Context: an optimization exercise on an open-source flow, tuned for small area and a short achievable clock period. The choices shown serve that exercise and are no tape-out recipe.
Where RTL was checked, it was by simulation tests only, not by an equivalence proof against the original.
Power figures rest on the tool's default switching activity, not on a simulated workload.

## matrix_mul
module matrix_mul
#(
  parameter int N  = matrix_mul_pkg::N,
  parameter int DW = matrix_mul_pkg::DW,
  parameter int OW = matrix_mul_pkg::OW
) (
  input  logic              clk,
  input  logic              rst_n,
  input  logic              in_valid,
  input  logic [N*N*DW-1:0] a_i,
  input  logic [N*N*DW-1:0] b_i,
  output logic              out_valid,
  output logic [N*N*OW-1:0] y_o
);
Settings: LEC_CHECK=0, CAP_MARGIN=20, CORE_MARGIN=2, CORE_UTILIZATION=40, SETUP_SLACK_MARGIN=3.25, SLEW_MARGIN=20, SYNTH_HIERARCHICAL=1, SYNTH_MINIMUM_KEEP_SIZE=0; clock period 5.5 ns.
standard.sh (not shown) runs the stock make flow with config.mk's settings and CLKGATE_MAP_FILE= SYNTH_SCRIPT=/design/flow/synth_recipe.tcl, a recipe that flattens the netlist after the stock synthesis.
==> flow/flow/run.sh <==
#!/bin/bash
# The standard layout (standard.sh), except that the port buffers that
# buffer_ports inserts are buf_4 instead of the default cell (a slow delay buffer).
# Each tool's full output goes to standard.log in this folder.
export BUFFER_PORTS_ARGS="-buffer_cell sky130_fd_sc_hd__buf_4"
bash standard.sh > standard.log 2>&1
The starting point completed without violations.
Next try:
--- a/flow/design.v
+++ b/flow/design.v
@@ -237,44 +237,44 @@
   logic r215;
   logic r216;
   logic r217;
   logic r218;
   logic r219;
   logic r220;
   logic r221;
   logic r222;
   logic r223;
   logic s224, c225;
-  matrix_mul_xor2 u_s224 (.a(r215), .b(r216), .y(s224));
+  matrix_mul_xnor2 u_s224 (.a(r215), .b(r216), .y(s224));
   matrix_mul_or2 u_c225 (.a(r215), .b(r216), .y(c225));
   logic s226, c227;
   matrix_mul_fa u_s226 (.a(r217), .b(r218), .c(r219), .s(s226), .co(c227));
   logic s228, c229;
-  matrix_mul_xor2 u_s228 (.a(c225), .b(s226), .y(s228));
+  matrix_mul_xnor2 u_s228 (.a(c225), .b(s226), .y(s228));
   matrix_mul_or2 u_c229 (.a(c225), .b(s226), .y(c229));
   logic s230, c231;
   matrix_mul_fa u_s230 (.a(r220), .b(c227), .c(c229), .s(s230), .co(c231));
   logic s232, c233;
   matrix_mul_fa u_s232 (.a(r221), .b(r222), .c(r223), .s(s232), .co(c233));
   logic s234, c235;
-  matrix_mul_xor2 u_s234 (.a(s232), .b(c231), .y(s234));
+  matrix_mul_xnor2 u_s234 (.a(s232), .b(c231), .y(s234));
   matrix_mul_or2 u_c235 (.a(s232), .b(c231), .y(c235));
   wire x236 = c233 ^ c235;
   assign dot_o[0] = ~r210;
   assign dot_o[1] = ~r211;
   assign dot_o[2] = ~r212;
   assign dot_o[3] = ~r213;
   assign dot_o[4] = ~r214;
-  assign dot_o[5] = s224;
-  assign dot_o[6] = s228;
+  assign dot_o[5] = ~s224;
+  assign dot_o[6] = ~s228;
   assign dot_o[7] = ~s230;
-  assign dot_o[8] = s234;
+  assign dot_o[8] = ~s234;
   assign dot_o[9] = x236;
   always_ff @(posedge clk) begin
     r131 <= s67;
     r132 <= s69;
     r133 <= s71;
     r134 <= c68;
     r135 <= s73;
     r136 <= c74;
     r137 <= s83;
     r138 <= s85;
@@ -323,23 +323,20 @@
   assign s  = a ^ b ^ c;
   assign co = (a & b) | (a & c) | (b & c);
 endmodule
 module matrix_mul_ha (input logic a, b, output logic s, co);
   assign s  = a ^ b;
   assign co = a & b;
 endmodule
 module matrix_mul_xnor2 (input logic a, b, output logic y);
   assign y = ~(a ^ b);
 endmodule
-module matrix_mul_xor2 (input logic a, b, output logic y);
-  assign y = a ^ b;
-endmodule
 module matrix_mul_or2 (input logic a, b, output logic y);
   assign y = a | b;
 endmodule
 module matrix_mul
 #(
   parameter int N  = matrix_mul_pkg::N,
   parameter int DW = matrix_mul_pkg::DW,
   parameter int OW = matrix_mul_pkg::OW
 ) (
   input  logic              clk,
Effect:
- die area is lower by about 0.4%
- design area is lower by about 0.3%
- routed wire length is lower by about 4%
- fmax is higher by 1.9%
- power is lower by about 0.6%
- clock power is lower by about 3.8%
Function not checked in the second run of this note: the RTL went through the layout flow alone.

==> afterwards: timing with drivers on the ports <==
The results above use ideal ports. As a check the final layouts listed here were re-extracted and re-timed, cells and wires unchanged. Step 1 sets driving cells, clkbuf_16 on the clock port and buf_2 on the other inputs (assumed; they add their load-dependent delay and slew). Step 2 also shifts input and output timing later by t, the mid clock arrival at the registers, as if the neighbouring blocks saw the same clock. Slacks: ideal / step 1 / step 2; pairs: ideal / step 1.
| run | t, ns | setup slack, ns | worst setup path after step 2 | worst data-port slew with drivers (ns) | pins driven straight from the clock port |
|---|---|---|---|---|---|
| the first run | 0.736 | 3.169 / 3.164 / 2.689 | input to register | 0.12 | 1 |
| the second run | 0.744 | 3.213 / 3.150 / 2.747 | input to register | 0.10 | 1 |
After both steps setup and hold are still met in every run listed. The setup slack of the first run, which loses most, moves by -0.005 ns with the drivers and by -0.480 ns with both steps.
